From an optimization exercise on the open Yosys and OpenROAD flow, aimed at small area, a short achievable clock period and few clock cycles; shortcuts taken in it are not production practice.
Only simulation tests tie the RTL to the original design; equivalence was not proved.
Power figures rest on the tool's default switching activity, not on a simulated workload.

### flow/design.v
`timescale 1ns/100ps
`default_nettype none
module attn_top (
    input  wire logic         I_CLK,
    input  wire logic         I_RST_N,
    input  wire logic         i_attn_start,
    input  wire logic         i_sa_vld,
    input  wire logic [127:0] i_sa_result,
    output logic              o_sa_start,
    output logic [127:0]      o_mat_1,
    output logic [127:0]      o_mat_2,
    output logic [127:0]      o_data_load,
    output logic              o_data_vld,
    output logic [127:0]      o_att_data,
    input  wire logic         i_bram_rd_vld,
    input  wire logic [127:0] i_bram_rd_mat,
    input  wire logic         i_bram_wr_done,
    output logic              o_rd_ena,
    output logic              o_wr_ena,
    output logic [1:0]        o_bram_sel_mat,
    output logic [0:0]        o_bram_sel_line,
    output logic [0:0]        o_bram_sel_col
);
    localparam int N_MEM = 36;
    localparam int N_SA  = 16;
    localparam logic [1:0] DST_A  = 2'd0;
    localparam logic [1:0] DST_B  = 2'd1;
    localparam logic [1:0] DST_BT = 2'd2;    
    localparam logic [1:0] DST_D  = 2'd3;
    localparam logic [1:0] RES_D  = 2'd0;
    localparam logic [1:0] RES_A3 = 2'd1;    
    localparam logic [1:0] RES_W  = 2'd2;
    logic [127:0] a_q, b_q, d_q, w_q;
    logic         running;
    logic [5:0]   mpc;           
    logic [4:0]   spc;           
    logic         mem_busy;
    logic         mem_wr;
    logic         sa_busy;
    logic       m_wr;
    logic [1:0] m_mat;
    logic       m_line;
    logic       m_col;
    logic [1:0] m_dst;
    logic       m_cap;           
    logic       m_nodep;
    logic [3:0] m_dep;
    logic [4:0] m_depm;
    always_comb begin
        m_wr = 1'b0; m_mat = 2'd0; m_line = 1'b0; m_col = 1'b0;
        m_dst = DST_A; m_cap = 1'b0; m_nodep = 1'b0; m_dep = 4'd0; m_depm = 5'd31;
        case (mpc)
            6'd0:  begin m_mat = 2'd0; m_line = 0; m_col = 0; m_dst = DST_A;  m_nodep = 1'b1; end
            6'd1:  begin m_mat = 2'd1; m_line = 0; m_col = 0; m_dst = DST_BT; m_nodep = 1'b1; end
            6'd2:  begin m_mat = 2'd0; m_line = 0; m_col = 1; m_dst = DST_A;  m_dep = 4'd0; m_depm = 5'd31; end
            6'd3:  begin m_mat = 2'd1; m_line = 0; m_col = 1; m_dst = DST_BT; m_dep = 4'd0; m_depm = 5'd31; end
            6'd4:  begin m_mat = 2'd2; m_line = 0; m_col = 0; m_dst = DST_B;  m_dep = 4'd1; m_depm = 5'd0; end
            6'd5:  begin m_mat = 2'd3; m_line = 0; m_col = 0; m_dst = DST_D;  m_dep = 4'd1; m_depm = 5'd0; end
            6'd6:  begin m_mat = 2'd2; m_line = 0; m_col = 1; m_dst = DST_B;  m_dep = 4'd2; m_depm = 5'd1; end
            6'd7:  begin m_mat = 2'd3; m_line = 0; m_col = 1; m_dst = DST_D;  m_dep = 4'd2; m_depm = 5'd1; end
            6'd8:  begin m_wr = 1'b1; m_mat = 2'd3; m_line = 0; m_col = 0; m_cap = 1'b1; m_dep = 4'd2; m_depm = 5'd1; end
            6'd9:  begin m_mat = 2'd0; m_line = 0; m_col = 0; m_dst = DST_A;  m_dep = 4'd3; m_depm = 5'd2; end
            6'd10: begin m_mat = 2'd1; m_line = 1; m_col = 0; m_dst = DST_BT; m_dep = 4'd3; m_depm = 5'd2; end
            6'd11: begin m_mat = 2'd0; m_line = 0; m_col = 1; m_dst = DST_A;  m_dep = 4'd4; m_depm = 5'd3; end
            6'd12: begin m_mat = 2'd1; m_line = 1; m_col = 1; m_dst = DST_BT; m_dep = 4'd4; m_depm = 5'd3; end
            6'd13: begin m_mat = 2'd2; m_line = 1; m_col = 1; m_dst = DST_B;  m_dep = 4'd5; m_depm = 5'd4; end
            6'd14: begin m_mat = 2'd2; m_line = 1; m_col = 0; m_dst = DST_B;  m_dep = 4'd6; m_depm = 5'd5; end
            6'd15: begin m_mat = 2'd3; m_line = 0; m_col = 0; m_dst = DST_D;  m_dep = 4'd6; m_depm = 5'd5; end
            6'd16: begin m_wr = 1'b1; m_mat = 2'd3; m_line = 0; m_col = 1; m_cap = 1'b1; m_dep = 4'd6; m_depm = 5'd5; end
            6'd17: begin m_mat = 2'd0; m_line = 1; m_col = 0; m_dst = DST_A;  m_dep = 4'd7; m_depm = 5'd6; end
            6'd18: begin m_mat = 2'd1; m_line = 0; m_col = 0; m_dst = DST_BT; m_dep = 4'd7; m_depm = 5'd6; end
            6'd19: begin m_mat = 2'd0; m_line = 1; m_col = 1; m_dst = DST_A;  m_dep = 4'd8; m_depm = 5'd7; end
            6'd20: begin m_mat = 2'd1; m_line = 0; m_col = 1; m_dst = DST_BT; m_dep = 4'd8; m_depm = 5'd7; end
            6'd21: begin m_wr = 1'b1; m_mat = 2'd3; m_line = 0; m_col = 0; m_cap = 1'b1; m_dep = 4'd7; m_depm = 5'd6; end
            6'd22: begin m_mat = 2'd2; m_line = 0; m_col = 0; m_dst = DST_B;  m_dep = 4'd9; m_depm = 5'd8; end
            6'd23: begin m_mat = 2'd3; m_line = 1; m_col = 0; m_dst = DST_D;  m_dep = 4'd9; m_depm = 5'd8; end
            6'd24: begin m_mat = 2'd2; m_line = 0; m_col = 1; m_dst = DST_B;  m_dep = 4'd10; m_depm = 5'd9; end
            6'd25: begin m_mat = 2'd3; m_line = 1; m_col = 1; m_dst = DST_D;  m_dep = 4'd10; m_depm = 5'd9; end
            6'd26: begin m_wr = 1'b1; m_mat = 2'd3; m_line = 1; m_col = 0; m_cap = 1'b1; m_dep = 4'd10; m_depm = 5'd9; end
            6'd27: begin m_mat = 2'd0; m_line = 1; m_col = 0; m_dst = DST_A;  m_dep = 4'd11; m_depm = 5'd10; end
            6'd28: begin m_mat = 2'd1; m_line = 1; m_col = 0; m_dst = DST_BT; m_dep = 4'd11; m_depm = 5'd10; end
            6'd29: begin m_mat = 2'd0; m_line = 1; m_col = 1; m_dst = DST_A;  m_dep = 4'd12; m_depm = 5'd11; end
            6'd30: begin m_mat = 2'd1; m_line = 1; m_col = 1; m_dst = DST_BT; m_dep = 4'd12; m_depm = 5'd11; end
            6'd31: begin m_mat = 2'd2; m_line = 1; m_col = 1; m_dst = DST_B;  m_dep = 4'd13; m_depm = 5'd12; end
            6'd32: begin m_mat = 2'd2; m_line = 1; m_col = 0; m_dst = DST_B;  m_dep = 4'd14; m_depm = 5'd13; end
            6'd33: begin m_mat = 2'd3; m_line = 1; m_col = 0; m_dst = DST_D;  m_dep = 4'd14; m_depm = 5'd13; end
            6'd34: begin m_wr = 1'b1; m_mat = 2'd3; m_line = 1; m_col = 1; m_cap = 1'b1; m_dep = 4'd14; m_depm = 5'd13; end
            6'd35: begin m_wr = 1'b1; m_mat = 2'd3; m_line = 1; m_col = 0; m_cap = 1'b1; m_dep = 4'd15; m_depm = 5'd14; end
            default: ;
        endcase
    end
    logic [5:0] s_need;
    logic [5:0] s_needm;
    always_comb begin
        case (spc[3:0])
            4'd0:  begin s_need = 6'd1; s_needm = 6'd0; end
            4'd1:  begin s_need = 6'd3; s_needm = 6'd2; end
            4'd2:  begin s_need = 6'd5; s_needm = 6'd4; end
            4'd3:  begin s_need = 6'd8; s_needm = 6'd7; end
            4'd4:  begin s_need = 6'd10; s_needm = 6'd9; end
            4'd5:  begin s_need = 6'd12; s_needm = 6'd11; end
            4'd6:  begin s_need = 6'd13; s_needm = 6'd12; end
            4'd7:  begin s_need = 6'd16; s_needm = 6'd15; end
            4'd8:  begin s_need = 6'd18; s_needm = 6'd17; end
            4'd9:  begin s_need = 6'd20; s_needm = 6'd19; end
            4'd10: begin s_need = 6'd23; s_needm = 6'd22; end
            4'd11: begin s_need = 6'd26; s_needm = 6'd25; end
            4'd12: begin s_need = 6'd28; s_needm = 6'd27; end
            4'd13: begin s_need = 6'd30; s_needm = 6'd29; end
            4'd14: begin s_need = 6'd31; s_needm = 6'd30; end
            default: begin s_need = 6'd34; s_needm = 6'd33; end
        endcase
    end
    logic       mc_wr;
    logic [1:0] mc_mat;
    logic       mc_line;
    logic       mc_col;
    logic [1:0] mc_dst;
    logic       mc_cap;
    logic       mc_nodep;
    logic [4:0] mc_dep;          
    logic [4:0] mc_depm;         
    logic [5:0] sc_need;         
    logic [5:0] sc_needm;        
    logic [1:0] sc_dst;          
    logic       sc_copy;         
    logic       sc_zero;         
    logic       m_end;
    logic       s_end;
    logic [1:0] m_age;           
    logic [1:0] s_age;           
    logic [4:0] ccap;            
    logic [5:0] mdone;           
    logic       f_st;            
    logic       f_stb;           
    logic       f_capa;          
    logic       f_capb;          
    logic       f_na;            
    logic       f_nb;            
    logic mem_ans;
    logic mem_free;
    logic sa_free;
    logic sa_ans;
    logic active;
    logic mem_go;
    logic start_go;              
    logic sa_go;                 
    logic rd_q, wr_q, st_q;
    logic dv_q;                  
    logic dep_ok;
    logic need_ok;
    logic last_done;
    assign mem_ans  = (rd_q && i_bram_rd_vld) || (wr_q && i_bram_wr_done);
    assign mem_free = !mem_busy || mem_ans;
    assign sa_ans   = sa_busy && i_sa_vld;
    assign sa_free  = !sa_busy || i_sa_vld;
    assign active   = running;
    assign start_go = i_attn_start && !running;
    assign dep_ok    = mc_nodep || (mc_cap ? (f_capa || (i_sa_vld && f_capb)) : (f_st || (sa_go && f_stb)));
    assign need_ok   = f_na || (mem_ans && f_nb);
    assign mem_go    = active && mem_free && m_age[1] && !m_end && dep_ok;
    assign sa_go     = active && sa_free && s_age[1] && !s_end && need_ok;
    assign last_done = m_end && mem_ans;
    always_ff @(posedge I_CLK) begin
        mc_wr    <= m_wr;
        mc_mat   <= m_mat;
        mc_line  <= m_line;
        mc_col   <= m_col;
        mc_dst   <= m_dst;
        mc_cap   <= m_cap;
        mc_nodep <= m_nodep;
        mc_dep   <= {1'b0, m_dep};
        mc_depm  <= m_depm;
        sc_need  <= s_need;
        sc_needm <= s_needm;
        m_end    <= (mpc == 6'(N_MEM));
        s_end    <= (spc == 5'(N_SA));
        case (spc[2:0])
            3'd0, 3'd4: sc_dst <= RES_D;
            3'd1, 3'd5: sc_dst <= RES_A3;
            default:    sc_dst <= RES_W;
        endcase
        sc_copy  <= (spc[2:0] == 3'd5);
        sc_zero  <= (spc[1:0] == 2'd3);
        f_st   <= sa_go   ? (spc >= mc_dep)    : (spc > mc_dep);
        f_stb  <= sa_go   ? (spc == mc_depm)   : (spc == mc_dep);
        f_capa <= sa_ans  ? (ccap >= mc_dep)   : (ccap > mc_dep);
        f_capb <= sa_ans  ? (ccap == mc_depm)  : (ccap == mc_dep);
        f_na   <= mem_ans ? (mdone >= sc_need) : (mdone > sc_need);
        f_nb   <= mem_ans ? (mdone == sc_needm) : (mdone == sc_need);
    end
    always_ff @(posedge I_CLK or negedge I_RST_N) begin
        if (!I_RST_N) begin
            ccap  <= '0;
            mdone <= '0;
            m_age <= 2'd2;
            s_age <= 2'd2;
        end else begin
            if (last_done) begin
                ccap  <= '0;
                mdone <= '0;
            end else begin
                if (sa_ans)  ccap  <= ccap + 5'd1;
                if (mem_ans) mdone <= mdone + 6'd1;
            end
            if (mem_go)              m_age <= '0;
            else if (start_go)       m_age <= 2'd1;
            else if (!m_age[1])      m_age <= m_age + 2'd1;
            if (sa_go)               s_age <= '0;
            else if (!s_age[1])      s_age <= s_age + 2'd1;
        end
    end
    logic ld_a, ld_b, ld_bt, ld_d;           
    logic rs_d, rs_a3, rs_w;                 
    logic do_copy, do_zero;
    always_ff @(posedge I_CLK or negedge I_RST_N) begin
        if (!I_RST_N) begin
            running         <= 1'b0;
            mpc             <= '0;
            spc             <= '0;
            mem_busy        <= 1'b0;
            mem_wr          <= 1'b0;
            rd_q            <= 1'b0;
            wr_q            <= 1'b0;
            o_bram_sel_mat  <= 2'd0;
            o_bram_sel_line <= 1'b0;
            o_bram_sel_col  <= 1'b0;
            sa_busy         <= 1'b0;
            st_q            <= 1'b0;
            dv_q            <= 1'b0;
            ld_a            <= 1'b0;
            ld_b            <= 1'b0;
            ld_bt           <= 1'b0;
            ld_d            <= 1'b0;
            rs_d            <= 1'b0;
            rs_a3           <= 1'b0;
            rs_w            <= 1'b0;
            do_copy         <= 1'b0;
            do_zero         <= 1'b1;
        end else begin
            if (start_go) running <= 1'b1;
            if (last_done) begin
                running  <= 1'b0;
                mpc      <= '0;
                spc      <= '0;
                mem_busy        <= 1'b0;
                rd_q            <= 1'b0;
                wr_q            <= 1'b0;
                o_bram_sel_mat  <= 2'd0;     
                o_bram_sel_line <= 1'b0;
                o_bram_sel_col  <= 1'b0;
            end else if (start_go) begin
                mpc             <= 6'd1;
                mem_busy        <= 1'b1;
                mem_wr          <= 1'b0;
                rd_q            <= 1'b1;
            end else if (mem_go) begin
                mpc             <= mpc + 6'd1;
                mem_busy        <= 1'b1;
                mem_wr          <= mc_wr;
                rd_q            <= !mc_wr;
                wr_q            <= mc_wr;
                o_bram_sel_mat  <= mc_mat;
                o_bram_sel_line <= mc_line;
                o_bram_sel_col  <= mc_col;
            end else if (mem_ans) begin
                mem_busy <= 1'b0;
                rd_q     <= 1'b0;
                wr_q     <= 1'b0;
            end
            if (start_go) begin
                ld_a  <= 1'b1;
            end else if (mem_go) begin
                ld_a  <= !mc_wr && (mc_dst == DST_A);
                ld_b  <= !mc_wr && (mc_dst == DST_B);
                ld_bt <= !mc_wr && (mc_dst == DST_BT);
                ld_d  <= !mc_wr && (mc_dst == DST_D);
            end else if (mem_ans) begin
                ld_a  <= 1'b0;
                ld_b  <= 1'b0;
                ld_bt <= 1'b0;
                ld_d  <= 1'b0;
            end
            st_q       <= sa_go;
            dv_q       <= last_done;
            do_copy    <= sa_go && sc_copy;
            do_zero    <= (sa_go && sc_zero) || !running || last_done;
            if (sa_go) begin
                spc     <= spc + 5'd1;
                sa_busy <= 1'b1;
                rs_d    <= (sc_dst == RES_D);
                rs_a3   <= (sc_dst == RES_A3);
                rs_w    <= (sc_dst == RES_W);
            end else if (i_sa_vld) begin
                sa_busy <= 1'b0;
                rs_d    <= 1'b0;
                rs_a3   <= 1'b0;
                rs_w    <= 1'b0;
            end
        end
    end
    logic [127:0] rd_t;
    logic [127:0] res3;
    for (genvar r = 0; r < 4; r++) begin : g_r
        for (genvar c = 0; c < 4; c++) begin : g_c
            assign rd_t[(c*4+r)*8 +: 8] = i_bram_rd_mat[(r*4+c)*8 +: 8];
        end
    end
    for (genvar e = 0; e < 16; e++) begin : g_x3
        assign res3[e*8 +: 8] = i_sa_result[e*8 +: 8] + {i_sa_result[e*8 +: 7], 1'b0};
    end
    always_ff @(posedge I_CLK) begin
        if (ld_a)
            a_q <= i_bram_rd_mat;
        else if (rs_a3)
            a_q <= res3;
        if (ld_b)
            b_q <= i_bram_rd_mat;
        else if (ld_bt)
            b_q <= rd_t;
        if (do_zero)
            d_q <= '0;                         
        else if (ld_d)
            d_q <= i_bram_rd_mat;
        else if (rs_d)
            d_q <= i_sa_result;
        else if (do_copy)
            d_q <= w_q;                        
        if (rs_w)
            w_q <= i_sa_result;
    end
    assign o_rd_ena    = rd_q;
    assign o_wr_ena    = wr_q;
    assign o_sa_start  = st_q;
    assign o_data_vld  = dv_q;
    assign o_mat_1     = a_q;
    assign o_mat_2     = b_q;
    assign o_data_load = d_q;
    assign o_att_data  = w_q;
endmodule
`default_nettype wire
### flow/flow/run.sh
#!/bin/bash
# Standard ORFS layout with two placement tweaks:
#  - port buffers use buf_2 (each port still gets its own buffer);
#  - after global placement, each output port's buffer is moved next to the
#    cell that drives it (outbuf_near.tcl), so the register drives a short
#    wire and the buffer drives the long one; detailed placement then
#    legalizes as usual.
set -euo pipefail
export BUFFER_PORTS_ARGS="-buffer_cell sky130_fd_sc_hd__buf_2"
export POST_GLOBAL_PLACE_TCL="$PWD/flow/outbuf_near.tcl"
bash standard.sh > standard_flow.log 2>&1
### flow/flow/outbuf_near.tcl
# Move each output port's buffer next to the cell that drives it, so the
# driving register sees a short wire and the buffer drives the long one.
set n 0
foreach bt [[ord::get_db_block] getBTerms] {
  if {[$bt getIoType] != "OUTPUT"} continue
  set net [$bt getNet]
  set buf ""
  foreach it [$net getITerms] { if {[$it isOutputSignal]} { set buf [$it getInst] } }
  if {$buf == ""} continue
  set drv ""
  foreach it [$buf getITerms] {
    if {[$it isInputSignal]} {
      set n2 [$it getNet]
      if {$n2 == "NULL"} continue
      foreach it2 [$n2 getITerms] { if {[$it2 isOutputSignal]} { set drv [$it2 getInst] } }
    }
  }
  if {$drv == ""} continue
  set loc [$drv getLocation]
  $buf setLocation [lindex $loc 0] [lindex $loc 1]
  incr n
}
puts "moved $n output buffers next to their drivers"
### flow/standard.sh
#!/bin/bash
# synth_recipe.tcl (not shown) runs the flow's synth.tcl, then flattens the netlist and writes it again
# the make line also repeats each setting of config.mk as NAME=value (left out here)
make -C /OpenROAD-flow-scripts/flow DESIGN_CONFIG=/design/flow/config.mk WORK_HOME=/design/flow/orfs CLKGATE_MAP_FILE= SYNTH_SCRIPT=/design/flow/synth_recipe.tcl "${@:-finish}"
### flow/config.mk
export PLATFORM = sky130hd
export DESIGN_NAME = attn_top
export DESIGN_NICKNAME = attn_top
export VERILOG_FILES = /design/flow/design.v
export SDC_FILE = /design/flow/constraint.sdc
export NUM_CORES = 4
export LEC_CHECK = 0
export CAP_MARGIN = 20
export CORE_MARGIN = 2
export CORE_UTILIZATION = 40
export SETUP_SLACK_MARGIN = 2.1
export SLEW_MARGIN = 20
### flow/constraint.sdc
create_clock -name core_clock -period 4.0 [get_ports {I_CLK}]
set_input_delay 0.8000 -clock core_clock [delete_from_list [all_inputs] [get_ports {I_CLK}]]
set_output_delay 0.8000 -clock core_clock [all_outputs]
set_load 0.01 [all_outputs]
==> results of run 1 <==
[state kept, by name (all words and copies together) (netlist names), 4 cells and up]
register / count
d_q: 128
mdone: 6
sc_needm: 5
b_q: 128
spc: 5
mpc: 6
w_q: 128
sc_need: 6
mc_depm: 5
ccap: 5
mc_dep: 4
a_q: 128
[Yosys cell counts (3+ instances only)]
| library cell | count | area, um^2 |
|---|---|---|
| edfxtp_1 | 384 | 11500 |
| mux2_2 | 200 | 2250 |
| nor2_1 | 189 | 709 |
| dfxtp_1 | 168 | 3360 |
| nand2_1 | 167 | 627 |
| clkbuf_1 | 135 | 507 |
| ha_1 | 132 | 1650 |
| a21oi_1 | 131 | 656 |
| o21ai_0 | 112 | 561 |
| inv_1 | 98 | 368 |
| a222oi_1 | 78 | 781 |
| a221oi_1 | 65 | 569 |
| nand3b_1 | 65 | 488 |
| xor2_1 | 49 | 429 |
| dfrtp_1 | 43 | 1080 |
| nor3_1 | 40 | 200 |
| nor2b_1 | 36 | 225 |
| nand3_1 | 35 | 175 |
| a21o_1 | 34 | 255 |
| xnor2_1 | 32 | 280 |
| nand2b_1 | 25 | 156 |
| a211oi_1 | 24 | 180 |
| or4_1 | 22 | 165 |
| o21bai_1 | 18 | 135 |
| fa_1 | 16 | 320 |
| o211ai_1 | 16 | 120 |
| o21a_1 | 15 | 113 |
| mux2i_1 | 14 | 140 |
| buf_1 | 13 | 48.8 |
| o31ai_1 | 12 | 90.1 |
| a311oi_1 | 11 | 96.3 |
| o311ai_0 | 10 | 87.6 |
| a31oi_1 | 8 | 50.1 |
| and2_1 | 7 | 43.8 |
| nand4_1 | 7 | 43.8 |
| buf_2 | 6 | 30.0 |
| o211a_1 | 5 | 50.1 |
| nor3b_1 | 4 | 30.0 |
| dfstp_2 | 3 | 78.8 |
| nor4_1 | 3 | 18.8 |
| or2_2 | 3 | 18.8 |
[through the flow]
step,area (um^2),util,worst slack (ns)
final,39300,0.548,2.01
after global routing,39300,0.548,1.98
after CTS,38300,0.534,1.98
after detailed placement,34400,0.479,1.03
after global placement,34400,0.479,1.10
after floorplan,29500,-,1.73
[layer usage]
metal / track usage / vias to the layer above / routed length, um
met3: 0.0741 / 274 / 11600
met1: 0.394 / 12600 / 48200
met4: 0.144 / 4 / 5710
li1: - / 11000 / -
met2: 0.499 / 1448 / 58700
met5: 0 / - / 23
[how the worst max path moves through the flow]
stage                       end  slack, ns               start  cells after the start
3_5_place_dp   wr_q$_DFFE_PN0P_       1.03       i_bram_rd_vld                      8
3_3_place_gp   wr_q$_DFFE_PN0P_       1.10       i_bram_rd_vld                      8
4_1_cts         o_att_data[110]       1.98  w_q[110]$_DFFE_PP_                      1
5_1_grt          o_att_data[17]       1.98   w_q[17]$_DFFE_PP_                      1
2_1_floorplan  wr_q$_DFFE_PN0P_       1.73       i_bram_rd_vld                      6
6_report        o_att_data[109]       2.01  w_q[109]$_DFFE_PP_                      1
[final cells by class]
| class | instances | area share |
|---|---|---|
| clock inverters | 21 | 0.00395 |
| multi-input cells | 1617 | 0.321 |
| clock buffers | 106 | 0.0526 |
| well taps | 950 | 0.0302 |
| repair buffers | 926 | 0.170 |
| flip-flops and latches | 598 | 0.412 |
| inverters | 100 | 0.00980 |
| diodes | 10 | 0.000636 |
[power by group]
part           internal (mW)  total, mW  leakage, nW  switching [mW]
sequential              9.54       10.9         5.53            1.39
combinational           5.70       13.7         9.49            8.01
clock                   3.65       6.31         1.09            2.67
total                   18.9       31.0         16.1            12.1
[timing repair]
item                                    in CTS  in global routing
cloned                                       2                  5
resized for setup                          381                147
setup buffers                               58                 45
endpoints found under the setup margin     889                538
pin swaps                                    6                 10
[kinds of logic (layout without fill, tap and decap cells)]
logic type | Yosys count | count (layout)
other cells | 0 | 10
xor+xnor | 81 | 81
buf+inv | 256 | 1153
flops | 598 | 598
simple gates | 613 | 613
compound gates | 559 | 559
fa+ha+maj | 148 | 148
mux | 216 | 216
==> reports/metrics.csv, run 1 <==
metric,value,unit
status,finished clean,
drt_iter0_markers,2845,
critPathCaptureType,output pin,
final_cell_mix,"buf_2 (586), edfxtp_1 (384), mux2_2 (199)",
leakagePower,16.1,nW
syn_area,29100,um^2
worstRegToRegCells,7,
grt_first_pass_wirelength,170,mm
ys_seq_area_frac,0.552,
insertion_delay,0.61,ns
synth-simple-area-share,0.103,
synth_nets,2881,
final_hold_viol_count,0,
hold_path_class,input pin to async pin,
criticalPathCategory,flop to output pin,
rsz0062_at_grt,yes,
portBuffers,781,
final-seq-area,16200,um^2
syn_avg_cell_area,11.8,um^2
layout_commonest_cell,buf_2,
setup-violations-final,0,
synth_top_family_by_area,compound AO/OA/AOI/OAI gates,
dp_hpwl,85.6,mm
die_area,74900,um^2
cp_slowest_cell,edfxtp_1,
cts_hold_buf,0,
fin_crit,1.99,ns
setup_tns,0,ns
whs,0.218,ns
coreArea,71700,um^2
post_drt_wl_per_cell,28.7,um
htree_num_levels,3,
synthToLayoutAreaGrowth,35.3,%
finalCritPeriodShare,0.497,
slew-limit-headroom,0.377,
reg2reg_to,wr_q$_DFFE_PN0P_,
drive_gt1_frac,0.436,
grtUsageTotal,0.310,
worst_pin_slew,0.935,ns
drc_errors,0,
dp.cells,4081,
p_total,31.0,mW
row_count,98,
synth.distinct_cells,69,
ios,782,
cp_cell_sequence,buf_6,
initial_core_util,0.405,
clk_pin_slew,0.07,ns
maxCapViolCount,0,
chipWidth,274,um
critPathArrivalTime,1.19,ns
dr.pass1.iters,9,
numCtsBuffers,69,
drt-total-wl,124,mm
overflow,0,
peakVddDrop,0.543,mV
async_flop_share,0.0769,
r2r-start,rd_q$_DFFE_PN0P_,
cts_tree,built,
antenna_found_initial,15,
final_cells,4328,
required,3.20,ns
fill_cells,6208,
routed_via_density,5.87,
synthMuxAreaShare,0.0838,
yosysWarnings,1,
crit_path_max_incr_delay,0.42,ns
nets,3722,
grt_pass1_vias,23900,
clockBufferDepth,3,
ant_nets,0,
slew_viol_final,0,
regToRegSetupSlack,2.04,ns
cp_num_buf_inv,1,
grt_max_degree,99,
ys.flop_type,edfxtp_1,
start_kind,flop,
fmax,503,MHz
post_synth_fa_ha_maj_area_fraction,0.0678,
cts_root_buffer,clkbuf_16,
synth_compound_area_frac,0.135,
crit_fanout,2,
numClockSinks,598,
cp_top_family,flip-flops,
dr_total_vias,25400,
synth-edff-count,384,
fin_skew,0.0255,ns
die_h,274,um
syn_inst,2471,
synth_xor_area_frac,0.0244,
multi_input_area,12600,um^2
ys_ff_latch,598,
powerDensity,787,nW/um^2
Testbench counts, summed over its fixed seeds: cycles 8,704.
==> inputs of run 2 (changes only) <==
--- a/flow/config.mk
+++ b/flow/config.mk
@@ -10,3 +10,3 @@
 export CORE_UTILIZATION = 40
-export SETUP_SLACK_MARGIN = 2.1
+export SETUP_SLACK_MARGIN = 1.9
 export SLEW_MARGIN = 20
==> run 2 against run 1 <==
Effect of this change:
- combinational power is 9% lower
- synthesized cell count stayed put
- fmax is 4.1% lower
- cell area is 5.8% lower
- count of clock-buffer cells in the layout is 3 lower
- utilization is 3.2 points lower
- die area stayed put
- via count is 0.98% lower
- worst setup slack worse by 0.085 ns
- largest power group unchanged
- highest routed layer unchanged
==> reports/metrics.csv, run 2 <==
metric,value,unit
initial_core_util,0.405,
dr.pass1.iters,9,
cts_root_buffer,clkbuf_16,
finalCritPeriodShare,0.518,
sequentialPowerShare,0.363,
cp_top_family,flip-flops,
final_hold_viol_count,0,
synth_most_common_cell,edfxtp_1,
syn_inst,2471,
start_kind,flop,
clk_pin_slew,0.06,ns
nets,3638,
p_sw,11.8,mW
status,finished clean,
fmax,482,MHz
fill_cells,6419,
clockBufferDepth,3,
dr_total_vias,25200,
numClockSinks,598,
coreArea,71700,um^2
hold_path_class,input pin to async pin,
drc_errors,0,
dp_hpwl,86.7,mm
synthTopCellsByCount,"edfxtp_1 (384), mux2_2 (200), nor2_1 (189)",
worst_pin_slew,0.973,ns
synthToLayoutAreaGrowth,27.4,%
required,4.47,ns
regToRegSetupSlack,1.93,ns
synth-edff-count,384,
fin_skew,0.0269,ns
chipWidth,274,um
critPathCaptureType,flop,
grtUsageTotal,0.311,
setup_tns,0,ns
drt-total-wl,123,mm
maxCapViolCount,0,
cts_tree,built,
yosysWarnings,1,
routed_via_density,5.92,
rsz0062_at_grt,yes,
final_cell_mix,"buf_2 (780), edfxtp_1 (384), mux2_2 (199)",
critPathArrivalTime,2.54,ns
syn_area,29100,um^2
layout_commonest_cell,buf_2,
cp_num_buf_inv,1,
synth.area.top_cells,"edfxtp_1 (40%), dfxtp_1 (12%), mux2_2 (7.7%)",
leakagePower,15.2,nW
crit_fanout,63,
grt_max_degree,115,
ys.flop_type,edfxtp_1,
drt_iter0_markers,2631,
synth_top_area_frac,0.397,
setup-violations-final,0,
fin_crit,2.07,ns
pwr-share-comb,0.418,
ios,782,
htree_num_levels,3,
drive_gt1_frac,0.373,
overflow,0,
whs,0.212,ns
powerDensity,798,nW/um^2
criticalPathCategory,flop to flop,
swShare,0.399,
async_flop_share,0.0769,
die_h,274,um
cp_slowest_cell,dfrtp_4,
synth_nets,2881,
slew_viol_final,0,
synth.distinct_cells,69,
ys_ff_latch,598,
grt_pass1_vias,23600,
clkPwrFrac,0.219,
p_int,17.7,mW
syn_avg_cell_area,11.8,um^2
ant_nets,0,
p_total,29.5,mW
insertion_delay,0.63,ns
numCtsBuffers,70,
portBuffers,781,
ys_seq_area_frac,0.552,
slew-limit-headroom,0.351,
synth_area_leader_cell,edfxtp_1,
antenna_found_initial,22,
die_area,74900,um^2
cts_hold_buf,0,
peakVddDrop,0.507,mV
cp_cell_sequence,"buf_12, mux2_2, a222oi_1, nor2_1",
crit_path_max_incr_delay,0.64,ns
post_drt_wl_per_cell,29.0,um
grt_first_pass_wirelength,170,mm
row_count,98,
run 2: metal layers:
metal | track usage | up-vias | wire [um]
li1 | - | 10900 | -
met1 | 0.393 | 12500 | 47100
met2 | 0.493 | 1449 | 56900
met3 | 0.0937 | 288 | 13600
met4 | 0.134 | 16 | 5600
met5 | 0 | - | 103
run 2: cell families (layout without fill, tap and decap cells):
| logic type | Yosys count | count (layout) | share of synthesized area |
|---|---|---|---|
| muxes | 216 | 216 | 0.0838 |
| other | 0 | 13 | 0 |
| and+or+nand+nor | 613 | 614 | 0.103 |
| xor gates and xnor gates | 81 | 81 | 0.0244 |
| adders and majority gates | 148 | 148 | 0.0678 |
| DFF | 598 | 598 | 0.552 |
| AOI/OAI and AO/OA | 559 | 559 | 0.135 |
| buffers and inverters | 256 | 1070 | 0.0338 |
run 2: cell type report:
class	instances	area (um^2)	share of cell area
clock inverters	27	241	0.00652
diodes	13	32.5	0.000878
well taps	950	1190	0.0321
clock buffers	103	2060	0.0556
multi-input cells	1618	12400	0.334
flip-flops and latches	598	16100	0.434
repair buffers	840	4690	0.127
inverters	100	388	0.0105
run 2: power by group through the flow:
stage	combinational, mW	clock [mW]	sequential [mW]
finish	12.4	6.46	10.7
global route	13.2	6.78	11.0
CTS	12.0	6.55	10.7
detailed placement	11.7	0	10.9
global placement	11.2	0	11.0
floorplan	5.96	0	11.4
run 2: worst paths after layout:
check                                  start  cells after the start              endpoint
setup reg to reg            rs_d$_DFFE_PN0P_                      4  d_q[48]$_SDFFE_PP0P_
min in group core_clock    i_bram_rd_mat[40]                      1     b_q[40]$_DFFE_PP_
hold reg to reg              sc_zero$_DFF_P_                      2     do_zero$_DFF_PN1_
setup / recovery            rs_d$_DFFE_PN0P_                      4  d_q[48]$_SDFFE_PP0P_
max in group asynchronous            I_RST_N                      1     do_copy$_DFF_PN0_
hold / removal                       I_RST_N                      1      rs_w$_DFFE_PN0P_
run 2: through the flow:
step                std cells  area, um^2  setup WS [ns]  utilization
finish                   4249       37000           1.93        0.516
CTS                      4213       36700           1.90        0.512
detailed placement       4074       34300           1.07        0.478
floorplan                2471       29400           1.73            -
global placement         4074       34300           1.14        0.478
global route             4242       37000           1.89        0.516
run 2: repair_timing:
| action | 4_1_cts | 5_1_grt |
|---|---|---|
| gates resized for setup | 9 | 14 |
| setup endpoints to repair | 169 | 90 |
| cloned | 1 | 3 |
| pin swaps | 2 | 3 |
| setup buffers | 8 | 20 |
==> inputs of run 3 (changes only) <==
--- a/flow/config.mk
+++ b/flow/config.mk
@@ -10,3 +10,5 @@
 export CORE_UTILIZATION = 40
-export SETUP_SLACK_MARGIN = 1.9
+export CTS_CLUSTER_DIAMETER = 60
+export CTS_CLUSTER_SIZE = 20
+export SETUP_SLACK_MARGIN = 2.0
 export SLEW_MARGIN = 20
==> run 3 against run 2 <==
Effect of this change:
- clock power shrank 7.4%
- power grew 0.29%
- critical endpoint is now a_q[7]$_DFFE_PP_
- hold slack gained 0.047 ns
==> reports/metrics.csv, run 3 <==
metric,value,unit
grt_pass1_vias,23700,
yosysWarnings,1,
fin_crit,2.05,ns
grt_first_pass_wirelength,169,mm
final_hold_viol_count,0,
worstRegToRegCells,5,
slew_viol_final,0,
rsz0062_at_grt,yes,
row_count,98,
drc_errors,0,
crit_path_max_incr_delay,0.60,ns
drt-total-wl,123,mm
slew-limit-headroom,0.470,
r2r-start,ld_a$_DFFE_PN0P_,
reg2reg_to,a_q[7]$_DFFE_PP_,
async_flop_share,0.0769,
drt_iter0_markers,2849,
ios,782,
finalCritPeriodShare,0.512,
portBuffers,781,
synth-edff-count,384,
worst_pin_slew,0.795,ns
synth.distinct_cells,69,
criticalPathCategory,flop to flop,
regToRegSetupSlack,1.95,ns
dr.pass1.iters,10,
status,finished clean,
grtUsageTotal,0.309,
final-seq-area,16100,um^2
post_drt_wl_per_cell,28.6,um
synthTopCellsByCount,"edfxtp_1 (384), mux2_2 (200), nor2_1 (189)",
synth_top_area_frac,0.397,
syn_area,29100,um^2
peakVddDrop,0.426,mV
fmax,489,MHz
initial_core_util,0.405,
fin_skew,0.0259,ns
ys_seq_area_frac,0.552,
dp_hpwl,85.8,mm
synth_most_common_cell,edfxtp_1,
grt_max_degree,129,
setup_tns,0,ns
synth_area_leader_cell,edfxtp_1,
nets,3698,
synth.area.top_cells,"edfxtp_1 (40%), dfxtp_1 (12%), mux2_2 (7.7%)",
crit_fanout,13,
dr_total_vias,25300,
final_cell_mix,"buf_2 (674), edfxtp_1 (384), mux2_2 (199)",
cts_tree,built,
leakagePower,15.7,nW
fill_cells,6262,
chipWidth,274,um
synth_nets,2881,
powerDensity,779,nW/um^2
maxCapViolCount,0,
numClockSinks,598,
ant_nets,0,
multi_input_area,12400,um^2
clk_pin_slew,0.08,ns
start_kind,flop,
cp_top_family,flip-flops,
fin_util,0.530,
die_area,74900,um^2
coreArea,71700,um^2
overflow,0,
die_h,274,um
ys.flop_type,edfxtp_1,
cp_num_buf_inv,2,
htree_num_levels,2,
syn_inst,2471,
synthToLayoutAreaGrowth,30.8,%
critPathCaptureType,flop,
hold_path_class,input pin to async pin,
syn_avg_cell_area,11.8,um^2
required,4.35,ns
antenna_found_initial,22,
crit_cells,5,
cts_root_buffer,clkbuf_16,
cp_slowest_cell,dfrtp_4,
clockBufferDepth,3,
ys_ff_latch,598,
cp_cell_sequence,"buf_16, buf_4, or4_1, a21oi_1, a311oi_1",
drive_gt1_frac,0.394,
critPathArrivalTime,2.40,ns
insertion_delay,0.63,ns
setup-violations-final,0,
routed_via_density,5.90,
layout_commonest_cell,buf_2,
numCtsBuffers,54,
## run 3: cell count changes in the layout (fill, tap and decap cells not counted), sizes merged, moves of 2 or more
cell	previous run	this run
bufbuf	0	2
clkbuf	105	64
diode	13	11
inv	102	109
buf	838	913
bufinv	2	6
## run 3: worst reg2reg max path, stage by stage (launching register included)
cell and delay, ns:
dfrtp_4 0.60, buf_16 0.22, buf_4 0.17, or4_1 0.54, a21oi_1 0.18, a311oi_1 0.07
## run 3: cell families (layout without fill, tap and decap cells)
logic type | Yosys count | after routing | synth area share
XOR/XNOR | 81 | 81 | 0.0244
AND/OR/NAND/NOR | 613 | 614 | 0.103
flip-flops | 598 | 598 | 0.552
AO/OA/AOI/OAI | 559 | 559 | 0.135
buffers and inverters | 256 | 1118 | 0.0338
multiplexers | 216 | 216 | 0.0838
other | 0 | 11 | 0
adder cells (fa/ha/maj) | 148 | 148 | 0.0678
## run 3: worst max-delay path by stage
stage	slack, ns	start	end
6_report	1.95	ld_a$_DFFE_PN0P_	a_q[7]$_DFFE_PP_
3_5_place_dp	1.03	i_bram_rd_vld	ld_a$_DFFE_PN0P_
3_3_place_gp	1.08	i_bram_rd_vld	ld_a$_DFFE_PN0P_
4_1_cts	1.95	b_q[87]$_DFFE_PP_	o_mat_2[87]
2_1_floorplan	1.73	i_bram_rd_vld	wr_q$_DFFE_PN0P_
5_1_grt	1.93	ld_a$_DFFE_PN0P_	a_q[62]$_DFFE_PP_
## run 3: through the flow
step	hold WS, ns	power [mW]	setup WS [ns]	instances	instance area [um^2]
after floorplan	0.397	17.4	1.73	2471	29500
after global placement	0.443	22.1	1.08	4079	34300
after detailed placement	0.426	22.4	1.03	4079	34300
after CTS	0.253	29.3	1.95	4235	37300
after global routing	0.308	31.0	1.93	4290	38000
final	0.258	29.6	1.95	4295	38000
## run 3: where the power goes
group          internal (mW)  switching (mW)  total (mW)
clock                   3.20            2.78        5.98
sequential              9.41            1.36        10.8
combinational           5.10            7.78        12.9
## run 3: repair_timing
action / CTS / global route
resized for setup: 154 / 80
setup buffers: 50 / 48
cloned: 4 / 1
pin swaps: 4 / 5
setup endpoints to repair: 525 / 350
hold buffers: 0 / 0
## run 3: cell type report
type,count,area share
Antenna cell,11,0.000724
Clock buffer,63,0.0392
Clock inverter,39,0.0148
Inverter,100,0.0100
Multi-Input combinational cell,1618,0.326
Sequential cell,598,0.423
Tap cell,950,0.0312
Timing Repair Buffer,916,0.155
## run 3: layer usage
| layer | wire [um] | vias up | part of all wire | global-route usage |
|---|---|---|---|---|
| met2 | 56800 | 1454 | 0.46 | 0.490 |
| met4 | 6490 | 4 | 0.053 | 0.148 |
| li1 | - | 11000 | - | - |
| met1 | 46400 | 12600 | 0.38 | 0.386 |
| met3 | 13000 | 308 | 0.11 | 0.0885 |
| met5 | 27 | - | 0.00022 | 0 |
==> inputs of run 4 (changes only) <==
--- a/flow/config.mk
+++ b/flow/config.mk
@@ -10,4 +10,3 @@
 export CORE_UTILIZATION = 40
-export CTS_CLUSTER_DIAMETER = 60
-export CTS_CLUSTER_SIZE = 20
+export GPL_ROUTABILITY_DRIVEN = 0
 export SETUP_SLACK_MARGIN = 2.0
==> run 4 against run 3 <==
Effect of this change:
- still clean on timing, DRC and antenna
- wire length shrank 0.42%
- sequential cell count did not move
- cell area fell by 0.73%
- critical path depth fell by 4
- global-route usage decreased by 0.26 points
- register-to-register slack gained 0.08 ns
==> reports/metrics.csv, run 4 <==
metric,value,unit
status,finished clean,
ys.flop_type,edfxtp_1,
regToRegSetupSlack,2.03,ns
slew-limit-headroom,0.385,
cp_top_family,flip-flops,
numClockSinks,598,
ant_nets,0,
gr-usage-met1,0.389,
cts_root_buffer,clkbuf_16,
syn_avg_cell_area,11.8,um^2
portBuffers,781,
routed_via_density,5.89,
layout_commonest_cell,buf_2,
cp_slowest_cell,edfxtp_1,
maxCapViolCount,0,
synth_nets,2881,
htree_num_levels,3,
crit_cells,1,
ys_seq_area_frac,0.552,
synth_top_family_by_area,compound AO/OA/AOI/OAI gates,
chipWidth,274,um
dp.cells,4071,
drt_iter0_markers,2842,
initial_core_util,0.405,
crit_path_max_incr_delay,0.42,ns
cts_hold_buf,0,
synthToLayoutAreaGrowth,29.9,%
ys_ff_latch,598,
rsz0062_at_grt,yes,
async_flop_share,0.0769,
final-seq-area,16100,um^2
fin_skew,0.0302,ns
worstRegToRegCells,4,
overflow,0,
crit_fanout,1,
cp_cell_sequence,buf_6,
die_area,74900,um^2
synth.distinct_cells,69,
fill_cells,6320,
dr.pass1.iters,8,
peakVddDrop,0.435,mV
setup_tns,0,ns
fin_util,0.526,
post_drt_wl_per_cell,28.4,um
insertion_delay,0.62,ns
synth_xor_area_frac,0.0244,
multi_input_area,12400,um^2
syn_inst,2471,
finalCritPeriodShare,0.503,
criticalPathCategory,flop to output pin,
antenna_found_initial,15,
setup-violations-final,0,
ios,782,
critPathArrivalTime,1.21,ns
dr_total_vias,25300,
die_h,274,um
worst_pin_slew,0.922,ns
dp_hpwl,84.4,mm
synth_most_common_cell,edfxtp_1,
top_usage_layer,met2,
nets,3690,
grtUsageTotal,0.306,
cts_tree,built,
synthMuxAreaShare,0.0838,
powerDensity,788,nW/um^2
syn_area,29100,um^2
synth_compound_area_frac,0.135,
synth-edff-count,384,
fmax,497,MHz
grt_max_degree,129,
final_hold_viol_count,0,
synthTopCellsByCount,"edfxtp_1 (384), mux2_2 (200), nor2_1 (189)",
drt-total-wl,122,mm
yosysWarnings,1,
clk_pin_slew,0.06,ns
final_cell_mix,"buf_2 (725), edfxtp_1 (384), mux2_2 (199)",
r2r-start,ld_a$_DFFE_PN0P_,
grt_first_pass_wirelength,168,mm
grt_pass1_vias,23700,
clockBufferDepth,3,
final_cells,4297,
synth-simple-area-share,0.103,
hold_path_class,input pin to async pin,
start_kind,flop,
critPathCaptureType,output pin,
cp_num_buf_inv,1,
globalRouteMet2Util,0.489,
synth_area_leader_cell,edfxtp_1,
cp-startpoint,b_q[82]$_DFFE_PP_,
post_synth_fa_ha_maj_area_fraction,0.0678,
reg2reg_to,a_q[6]$_DFFE_PP_,
numCtsBuffers,69,
coreArea,71700,um^2
drive_gt1_frac,0.389,
drc_errors,0,
required,3.20,ns
synth_top_area_frac,0.397,
fin_crit,2.01,ns
leakagePower,15.6,nW
synth.area.top_cells,"edfxtp_1 (40%), dfxtp_1 (12%), mux2_2 (7.7%)",
whs,0.213,ns
row_count,98,
grt_use_met3,0.0796,
slew_viol_final,0,
## run 4: area by class of cell
class,count,area share
Clock inverter,25,0.00563
Timing Repair Buffer,892,0.142
Sequential cell,598,0.426
Inverter,100,0.0103
Multi-Input combinational cell,1619,0.329
Clock buffer,103,0.0548
Tap cell,950,0.0315
Antenna cell,10,0.000663
## run 4: kinds of logic (layout without fill, tap and decap cells)
family          count (synthesis)  after routing
xor+xnor                       81             81
mux                           216            216
compound gates                559            559
buf+inv                       256           1120
simple gates                  613            615
other cells                     0             10
fa+ha+maj                     148            148
flops                         598            598
## run 4: through the flow
stage	power (mW)	setup WS, ns	area [um^2]
6_report	29.8	1.99	37800
5_1_grt	31.1	1.95	37800
4_1_cts	29.4	1.96	37200
3_5_place_dp	22.3	1.05	34300
3_3_place_gp	21.9	1.10	34300
2_1_floorplan	17.4	1.73	29500
## run 4: how the worst max path moves through the flow
stage / slack, ns / end
floorplan: 1.73 / wr_q$_DFFE_PN0P_
global placement: 1.10 / wr_q$_DFFE_PN0P_
detailed placement: 1.05 / wr_q$_DFFE_PN0P_
CTS: 1.96 / o_wr_ena
global route: 1.95 / d_q[108]$_SDFFE_PP0P_
finish: 1.99 / o_mat_2[82]
## run 4: repair_timing
| action | CTS | global route |
|---|---|---|
| gates cloned | 3 | 3 |
| gates resized for setup | 66 | 69 |
| hold endpoints to repair | 0 | 0 |
| endpoints found under the setup margin | 428 | 220 |
| pin swaps | 5 | 1 |
| setup buffers | 49 | 33 |
## run 4: routing by layer
layer	wire length, um	part of all wire	vias to the layer above
met5	24	0.00020	-
met4	5560	0.046	4
met3	12600	0.10	278
met2	56600	0.46	1550
met1	47400	0.39	12500
li1	-	-	11000
## run 4: report_power, final
part	leakage, nW	internal, mW	total, mW	switching, mW
Combinational	8.97	4.82	12.6	7.77
Sequential	5.51	9.43	10.8	1.34
Clock	1.13	3.69	6.42	2.73
Total	15.6	17.9	29.8	11.8
==> inputs of run 5 (changes only) <==
--- a/flow/config.mk
+++ b/flow/config.mk
@@ -9,4 +9,4 @@
 export CORE_MARGIN = 2
-export CORE_UTILIZATION = 40
-export GPL_ROUTABILITY_DRIVEN = 0
+export CORE_UTILIZATION = 55
+export PLACE_DENSITY = 0.7
 export SETUP_SLACK_MARGIN = 2.0
==> run 5 against run 4 <==
Effect of this change:
- critical endpoint is now a_q[87]$_DFFE_PP_
- sequential cell count is the same
- still clean on timing, DRC and antenna
- power shrank 0.93%
- clock power shrank 3.7%
- first-iteration DRC count grew 3.3%
- largest cell class unchanged
==> reports/metrics.csv, run 5 <==
metric,value,unit
status,finished clean,
ys_seq_area_frac,0.552,
cp_cell_sequence,"buf_4, buf_12, or4_1, o211a_1",
drc_errors,0,
fin_crit,2.03,ns
syn_inst,2471,
numClockSinks,598,
post_drt_wl_per_cell,29.1,um
layout_commonest_cell,buf_2,
row_count,84,
synth.area.top_cells,"edfxtp_1 (40%), dfxtp_1 (12%), mux2_2 (7.7%)",
fin_skew,0.0215,ns
leakagePower,15.5,nW
synth_top_area_frac,0.397,
synthToLayoutAreaGrowth,28.4,%
grt_max_degree,88,
cp_slowest_cell,dfrtp_4,
clk_pin_slew,0.06,ns
final_hold_viol_count,0,
crit_path_max_incr_delay,0.57,ns
slew-limit-headroom,0.346,
powerDensity,790,nW/um^2
slew_viol_final,0,
start_kind,flop,
ant_nets,0,
nets,3673,
async_flop_share,0.0769,
ios,782,
die_h,234,um
synthTopCellsByCount,"edfxtp_1 (384), mux2_2 (200), nor2_1 (189)",
grt_pass1_vias,23700,
pwr-share-comb,0.424,
swShare,0.395,
sequentialPowerShare,0.366,
fmax,492,MHz
synth-edff-count,384,
die_area,54700,um^2
clockBufferDepth,3,
synth_area_leader_cell,edfxtp_1,
dp_hpwl,81.8,mm
final_cells,4018,
drt-total-wl,117,mm
setup_tns,0,ns
drive_gt1_frac,0.386,
cp_top_family,flip-flops,
routed_via_density,6.39,
yosysWarnings,1,
antenna_found_initial,14,
finalCritPeriodShare,0.508,
critPathArrivalTime,2.38,ns
syn_avg_cell_area,11.8,um^2
cp_num_buf_inv,2,
chipWidth,234,um
drt_iter0_markers,2935,
place_ws,1.00,ns
dr.pass1.iters,10,
ys.flop_type,edfxtp_1,
required,4.35,ns
synth_most_common_cell,edfxtp_1,
portBuffers,781,
rsz0062_at_grt,yes,
grt_first_pass_wirelength,161,mm
p_int,17.8,mW
crit_fanout,55,
cts_tree,built,
htree_num_levels,3,
cts_hold_buf,0,
initial_core_util,0.554,
dr_total_vias,25700,
criticalPathCategory,flop to flop,
dp.cells,3815,
peakVddDrop,0.859,mV
insertion_delay,0.61,ns
whs,0.210,ns
ys_ff_latch,598,
synth_nets,2881,
maxCapViolCount,0,
grtUsageTotal,0.404,
cts_root_buffer,clkbuf_16,
overflow,0,
hold_path_class,input pin to async pin,
final_cell_mix,"buf_2 (719), edfxtp_1 (384), mux2_2 (199)",
coreArea,52400,um^2
setup-violations-final,0,
synth.distinct_cells,69,
fin_ws,1.97,ns
numCtsBuffers,67,
worst_pin_slew,0.981,ns
syn_area,29100,um^2
clkPwrFrac,0.210,
regToRegSetupSlack,1.97,ns
p_sw,11.6,mW
critPathCaptureType,flop,
==> run 5: cell types whose count changed in the layout (fill, tap and decap cells not counted), moves of 4 or more <==
cell      before  now
buf_4         93   79
buf_2        725  719
buf_8          0    4
clkbuf_1      17   21
clkinv_1       7    3
==> run 5: worst register-to-register path, stage by stage, from the launching register on <==
cell,delay (ns)
dfrtp_4,0.57
buf_4,0.23
buf_12,0.21
or4_1,0.56
o211a_1,0.21
==> run 5: cell type report <==
cell class | count | area (um^2)
flip-flops and latches | 598 | 16100
fillers | 3802 | 15100
multi-input cells | 1617 | 12400
repair buffers | 879 | 5360
clock buffers | 101 | 1980
well taps | 688 | 861
inverters | 100 | 385
clock inverters | 22 | 204
diodes | 13 | 32.5
==> run 5: repair_timing <==
item	in CTS	in global routing
resized for setup	34	132
gates cloned	0	3
setup buffers	31	33
endpoints found under the setup margin	412	159
pin swaps	4	4
==> run 5: cell families (layout without fill, tap and decap cells) <==
kind of cell               count (synthesis)  in the layout  synth area share
other                                      0             13                 0
and+or+nand+nor                          613            613             0.103
muxes                                    216            216            0.0838
adders and majority gates                148            148            0.0678
DFF                                      598            598             0.552
buffers and inverters                    256           1102            0.0338
xor gates and xnor gates                  81             81            0.0244
AOI/OAI and AO/OA                        559            559             0.135
==> run 5: path summary, 6_finish.rpt <==
check / start / endpoint / cells after the start
setup / recovery: ld_a$_DFFE_PN0P_ / a_q[87]$_DFFE_PP_ / 4
hold / removal: I_RST_N / running$_DFFE_PN0P_ / 1
setup reg to reg: ld_a$_DFFE_PN0P_ / a_q[87]$_DFFE_PP_ / 4
hold reg to reg: sc_copy$_DFF_P_ / do_copy$_DFF_PN0_ / 1
max in group asynchronous: I_RST_N / do_copy$_DFF_PN0_ / 1
min in group core_clock: i_bram_rd_mat[123] / b_q[123]$_DFFE_PP_ / 1
==> run 5: power by group through the flow <==
stage / registers [mW] / logic (mW) / clock network [mW]
floorplan: 11.4 / 5.97 / 0
global placement: 11.1 / 10.6 / 0
detailed placement: 11.0 / 11.1 / 0
CTS: 10.7 / 11.8 / 6.22
global route: 11.0 / 13.2 / 6.45
finish: 10.8 / 12.5 / 6.18
==> run 5: through the flow <==
step / total power [mW] / util / cell area [um^2]
2_1_floorplan: 17.4 / - / 29500
3_3_place_gp: 21.7 / 0.647 / 33900
3_5_place_dp: 22.1 / 0.647 / 33900
4_1_cts: 28.7 / 0.698 / 36600
5_1_grt: 30.7 / 0.711 / 37300
6_report: 29.5 / 0.712 / 37300
==> run 5: routing by layer <==
metal | vias up | global-route usage | part of all wire
li1 | 10900 | - | -
met1 | 12500 | 0.519 | 0.36
met2 | 1829 | 0.609 | 0.44
met3 | 394 | 0.142 | 0.14
met4 | 10 | 0.201 | 0.061
met5 | - | 0 | 0.00062
==> inputs of run 6 (changes only) <==
--- a/flow/design.v
+++ b/flow/design.v
@@ -320,10 +320,6 @@
             b_q <= rd_t;
-        if (do_zero)
-            d_q <= '0;                         
-        else if (ld_d)
-            d_q <= i_bram_rd_mat;
-        else if (rs_d)
-            d_q <= i_sa_result;
-        else if (do_copy)
-            d_q <= w_q;                        
+        if (do_zero || ld_d || rs_d || do_copy)
+            d_q <= ({128{ld_d}} & i_bram_rd_mat) |
+                   ({128{rs_d}} & i_sa_result) |
+                   ({128{do_copy}} & w_q);
         if (rs_w)
--- a/flow/config.mk
+++ b/flow/config.mk
@@ -9,4 +9,3 @@
 export CORE_MARGIN = 2
-export CORE_UTILIZATION = 55
-export PLACE_DENSITY = 0.7
+export CORE_UTILIZATION = 40
 export SETUP_SLACK_MARGIN = 2.0
==> run 6 against run 5 <==
Effect of this change:
- final cell count barely moved
- count of clock-buffer cells in the layout fell by 13
- cell area fell by 0.99%
- register-to-register slack improved by 0.02 ns
- clock power fell by 1%
- global-route usage fell by 11 points
- sequential cell count did not move
- largest cell class unchanged
==> reports/metrics.csv, run 6 <==
metric,value,unit
crit_fanout,5,
drc_errors,0,
htree_num_levels,3,
antenna_found_initial,14,
synth_most_common_cell,edfxtp_1,
synthToLayoutAreaGrowth,29.6,%
synth.distinct_cells,74,
numCtsBuffers,69,
grt_max_degree,98,
dp_hpwl,80.0,mm
criticalPathCategory,flop to flop,
dp.cells,3808,
dr.pass1.iters,12,
worst_pin_slew,0.931,ns
drt_iter0_markers,3173,
clk_pin_slew,0.06,ns
final_cell_mix,"buf_2 (740), edfxtp_1 (512), inv_1 (201)",
drt-total-wl,114,mm
critPathArrivalTime,2.54,ns
required,4.53,ns
critPathCaptureType,flop,
post_drt_wl_per_cell,28.3,um
synth_top_area_frac,0.539,
grt_pass1_vias,22200,
finalCritPeriodShare,0.504,
p_total,28.3,mW
chipWidth,271,um
ys.flop_type,edfxtp_1,
clockBufferDepth,3,
setup_tns,0,ns
nets,3429,
hold_path_class,input pin to async pin,
yosysWarnings,1,
synth.area.top_cells,"edfxtp_1 (54%), ha_1 (5.8%), mux2_2 (5.1%)",
slew_viol_final,0,
overflow,0,
cts_root_buffer,clkbuf_16,
routed_via_density,5.80,
cts_hold_buf,0,
grtUsageTotal,0.296,
portBuffers,781,
maxCapViolCount,0,
dr_total_vias,23300,
leakagePower,15.8,nW
row_count,97,
coreArea,70300,um^2
cp_cell_sequence,"nand2_1, a211o_1, or3_4, or4_4, a21oi_4",
slew-limit-headroom,0.379,
drive_gt1_frac,0.392,
die_h,271,um
crit_path_max_incr_delay,0.55,ns
synth_nets,2590,
die_area,73400,um^2
start_kind,flop,
layout_commonest_cell,buf_2,
syn_area,28500,um^2
numClockSinks,598,
synth_area_leader_cell,edfxtp_1,
initial_core_util,0.406,
setup-violations-final,0,
final_cells,4016,
ios,782,
regToRegSetupSlack,1.99,ns
synth-edff-count,512,
powerDensity,766,nW/um^2
fin_skew,0.0278,ns
peakVddDrop,0.434,mV
cp_slowest_cell,dfstp_2,
final_hold_viol_count,0,
r2r-start,m_age[1]$_DFF_PN1_,
async_flop_share,0.0769,
fin_crit,2.01,ns
ys_seq_area_frac,0.608,
synthTopCellsByCount,"edfxtp_1 (512), inv_1 (219), a222oi_1 (137)",
rsz0062_at_grt,yes,
status,finished clean,
cp-startpoint,m_age[1]$_DFF_PN1_,
grt_first_pass_wirelength,160,mm
cts_tree,built,
syn_inst,2180,
ant_nets,0,
insertion_delay,0.62,ns
syn_avg_cell_area,13.1,um^2
ys_ff_latch,598,
fmax,496,MHz
-- run 6: cell count changes after synthesis, moves of 6 or more --
cell,change
inv_1,+121
dfxtp_1,-128
nor2_1,-128
a21oi_1,-57
nand3b_1,-60
edfxtp_1,+128
nand2_1,-54
o211ai_1,-7
mux2_2,-70
a222oi_1,+59
o21ai_1,+6
clkbuf_1,-35
a221oi_1,-59
-- run 6: path summary, 6_finish.rpt --
path                                      end  cells after the start
min in group core_clock      b_q[3]$_DFFE_PP_                      1
max                        mpc[5]$_DFFE_PN0P_                      5
max reg2reg                mpc[5]$_DFFE_PN0P_                      5
max in group asynchronous   do_copy$_DFF_PN0_                      1
min reg2reg                 do_copy$_DFF_PN0_                      1
min                            dv_q$_DFF_PN0_                      1
-- run 6: logic make-up after synthesis --
family | after synthesis | synth area share
AO/OA/AOI/OAI | 502 | 0.131
XOR/XNOR | 82 | 0.0252
adder cells (fa/ha/maj) | 148 | 0.0691
buffers and inverters | 334 | 0.0443
flip-flops | 598 | 0.608
multiplexers | 144 | 0.0572
AND/OR/NAND/NOR | 372 | 0.0657
-- run 6: worst max-delay path, delay by kind of cell (launching register included) --
family,cells,cell delay (ns)
flip-flops,1,0.55
AO/OA/AOI/OAI,2,0.47
AND/OR/NAND/NOR,3,0.91
-- run 6: area by class of cell --
cell class | count | area, um^2
fill | 6100 | 33300
sequential | 598 | 17400
clock buffer | 88 | 1830
multi-input combinational | 1250 | 10300
inverter | 221 | 840
timing repair buffer | 879 | 5170
antenna | 5 | 12.5
clock inverter | 35 | 280
tap | 940 | 1180
-- run 6: timing repair --
item | 4_1_cts | 5_1_grt
setup endpoints to repair | 395 | 108
pin swaps | 7 | 5
gates cloned | 4 | 1
buffers inserted | 47 | 28
resized for setup | 49 | 55
-- run 6: per-stage QoR --
| stage | utilization | worst slack (ns) | cell area [um^2] | hold slack [ns] |
|---|---|---|---|---|
| 6_report | 0.526 | 1.99 | 37000 | 0.196 |
| 5_1_grt | 0.526 | 1.93 | 37000 | 0.235 |
| 4_1_cts | 0.520 | 1.97 | 36500 | 0.376 |
| 3_5_place_dp | 0.480 | 1.12 | 33700 | 0.420 |
| 3_3_place_gp | 0.480 | 1.20 | 33700 | 0.433 |
| 2_1_floorplan | - | 1.76 | 28900 | 0.397 |
-- run 6: routing by layer --
layer  up-vias  global-route usage  routed length [um]
met2      1442               0.480               53400
met1     11600               0.378               43300
met4         6               0.116                4970
met5         -                   0                  35
met3       240              0.0795               12100
li1      10000                   -                   -
-- run 6: power by group --
part | switching (mW) | internal [mW]
Clock | 2.65 | 3.44
Sequential | 1.16 | 9.98
Combinational | 7.05 | 4.03
Testbench counts of run 6, summed over its fixed seeds: cycles 8,704.
==> inputs of run 7 (changes only) <==
--- a/flow/config.mk
+++ b/flow/config.mk
@@ -10,2 +10,3 @@
 export CORE_UTILIZATION = 40
+export GPL_ROUTABILITY_DRIVEN = 0
 export SETUP_SLACK_MARGIN = 2.0
==> run 7 against run 6 <==
Effect of this change:
- die area did not move
- sequential power is essentially flat
- sequential share of layout area grew 0.088 points
- synthesized cell count stayed put
- non-clock buffer count decreased by 12
- final cell count is 0.27% lower
- largest cell class unchanged
==> reports/metrics.csv, run 7 <==
metric,value,unit
status,finished clean,
htree_num_levels,3,
cts_hold_buf,0,
drc_errors,0,
cts_root_buffer,clkbuf_16,
nets,3418,
required,3.20,ns
start_kind,flop,
layout_commonest_cell,buf_2,
routed_via_density,5.79,
syn_area,28500,um^2
initial_core_util,0.406,
portBuffers,781,
die_area,73400,um^2
ys_ff_latch,598,
numClockSinks,598,
dr_total_vias,23200,
drt_iter0_markers,3110,
chipWidth,271,um
ios,782,
critPathCaptureType,output pin,
cp_slowest_cell,edfxtp_1,
crit_path_max_incr_delay,0.44,ns
grtUsageTotal,0.295,
synth_nets,2590,
clk_pin_slew,0.06,ns
synth.area.top_cells,"edfxtp_1 (54%), ha_1 (5.8%), mux2_2 (5.1%)",
gr-usage-met1,0.383,
place_ws,1.16,ns
drive_gt1_frac,0.392,
overflow,0,
fin_area,36900,um^2
globalRouteMet2Util,0.475,
peakVddDrop,0.450,mV
cp_num_buf_inv,1,
row_count,97,
final_hold_viol_count,0,
final_cell_mix,"buf_2 (744), edfxtp_1 (512), inv_1 (201)",
synthTopCellsByCount,"edfxtp_1 (512), inv_1 (219), a222oi_1 (137)",
fin_util,0.525,
maxCapViolCount,0,
finalCritPeriodShare,0.505,
leakagePower,15.7,nW
setup_tns,0,ns
slew_viol_final,0,
synth-edff-count,512,
dp.cells,3807,
clockBufferDepth,3,
dr.pass1.iters,10,
ys_seq_area_frac,0.608,
coreArea,70300,um^2
post_drt_wl_per_cell,28.3,um
drt-total-wl,113,mm
grt_pass1_vias,22000,
grt_use_met3,0.0824,
crit_fanout,1,
antenna_found_initial,9,
hold_path_class,input pin to async pin,
cp_cell_sequence,buf_6,
insertion_delay,0.62,ns
worst_pin_slew,0.963,ns
slew-limit-headroom,0.358,
yosysWarnings,1,
syn_avg_cell_area,13.1,um^2
cts_tree,built,
critPathArrivalTime,1.22,ns
die_h,271,um
async_flop_share,0.0769,
synthToLayoutAreaGrowth,29.4,%
ys.flop_type,edfxtp_1,
criticalPathCategory,flop to output pin,
synth_most_common_cell,edfxtp_1,
numCtsBuffers,68,
grt_max_degree,130,
grt_first_pass_wirelength,159,mm
cp_top_family,flip-flops,
setup-violations-final,0,
dp_hpwl,79.0,mm
fin_crit,2.02,ns
synth.distinct_cells,74,
synth_area_leader_cell,edfxtp_1,
fin_skew,0.0366,ns
whs,0.296,ns
p_total,28.2,mW
fin_ws,1.98,ns
syn_inst,2180,
placed_area,33700,um^2
synth_top_area_frac,0.539,
rsz0062_at_grt,yes,
powerDensity,766,nW/um^2
ant_nets,0,
fmax,495,MHz
final_cells,4005,
top_usage_layer,met2,
[run 7: cell count changes in the layout (fill, tap and decap cells not counted), moves of 3 or more]
cell / before / now
buf_2: 740 / 744
inv_6: 2 / 5
clkinv_2: 12 / 9
buf_4: 80 / 65
clkinv_1: 13 / 10
clkinvlp_4: 4 / 8
[run 7: layout make-up]
class / count / area, um^2
clock inverter: 34 / 287
antenna: 6 / 15.0
clock buffer: 87 / 1820
timing repair buffer: 867 / 5090
tap: 940 / 1180
inverter: 221 / 843
sequential: 598 / 17400
multi-input combinational: 1252 / 10300
fill: 6096 / 33400
[run 7: what timing repair did]
action / in CTS / in global routing
setup buffers: 46 / 20
setup endpoints to repair: 648 / 117
gates cloned: 4 / 1
gates resized for setup: 40 / 62
pin swaps: 11 / 6
[run 7: power by group]
group | internal (mW) | switching, mW | leakage, nW | total, mW
sequential | 9.98 | 1.15 | 5.69 | 11.1
clock | 3.44 | 2.60 | 1.02 | 6.03
combinational | 4.02 | 7.06 | 9.02 | 11.1
total | 17.4 | 10.8 | 15.7 | 28.2
[run 7: path summary, 6_finish.rpt]
check                                   start  slack, ns                  to  cells after the start
setup / recovery            b_q[81]$_DFFE_PP_       1.98         o_mat_2[81]                      1
hold / removal                        I_RST_N       0.30    ld_d$_DFFE_PN0P_                      1
setup reg to reg           m_age[1]$_DFF_PN1_       2.01  mpc[5]$_DFFE_PN0P_                      5
hold reg to reg               sc_copy$_DFF_P_       0.43   do_copy$_DFF_PN0_                      1
max in group asynchronous             I_RST_N       2.99  mpc[3]$_DFFE_PN0P_                      2
min in group core_clock    i_bram_rd_mat[120]       0.40  b_q[120]$_DFFE_PP_                      1
[run 7: cell families after synthesis]
group / share of synthesized area
XOR/XNOR: 0.0252
multiplexers: 0.0572
buffers and inverters: 0.0443
AO/OA/AOI/OAI: 0.131
flip-flops: 0.608
AND/OR/NAND/NOR: 0.0657
adder cells (fa/ha/maj): 0.0691
[run 7: worst register-to-register path: cells and delay by family, from the launching register on]
family          cells  cell delay (ns)
flops               1             0.55
compound gates      2             0.43
simple gates        3             0.93
[run 7: routing by layer]
layer / vias up / share of wire
li1: 10000 / -
met1: 11500 / 0.38
met2: 1426 / 0.47
met3: 249 / 0.11
met4: 2 / 0.039
met5: - / 0.000071

## re-timing with driven ports
The flow's constraints put no driver on any port. The routed layouts listed below were extracted and timed again, unchanged, in two steps.
Step 1 sets driving cells, clkbuf_16 on the clock port and buf_2 on the other inputs (assumed; they add their load-dependent delay and slew).
Step 2 times the ports against the registers' clock, not the clock port: input delays grow and output delays shrink by t, the midpoint of the rising clock arrivals with the driver on.
Slacks: ideal / step 1 / step 2; pairs: ideal / step 1.
run	shift t [ns]	setup slack, ns	worst hold slack (ns)	worst setup path after step 2	worst slew at a driven data input, ns
run 1	0.666	2.011 / 1.944 / 1.499	0.218 / 0.189 / 0.439	input to register	0.13
run 2	0.682	1.926 / 1.916 / 1.396	0.212 / 0.168 / 0.456	input to register	0.15
run 3	0.689	1.954 / 1.907 / 1.404	0.258 / 0.213 / 0.438	input to register	0.15
run 4	0.672	1.990 / 1.924 / 1.405	0.213 / 0.184 / 0.436	input to register	0.16
run 5	0.661	1.969 / 1.942 / 1.386	0.210 / 0.221 / 0.459	input to register	0.15
run 6	0.670	1.986 / 1.931 / 1.456	0.196 / 0.160 / 0.431	input to register	0.17
run 7	0.661	1.979 / 1.913 / 1.383	0.296 / 0.256 / 0.435	input to register	0.19
After both steps every run listed still meets setup and hold. For run 7, which loses most, drivers alone change the setup slack by -0.066 ns; drivers and shift together by -0.596 ns.
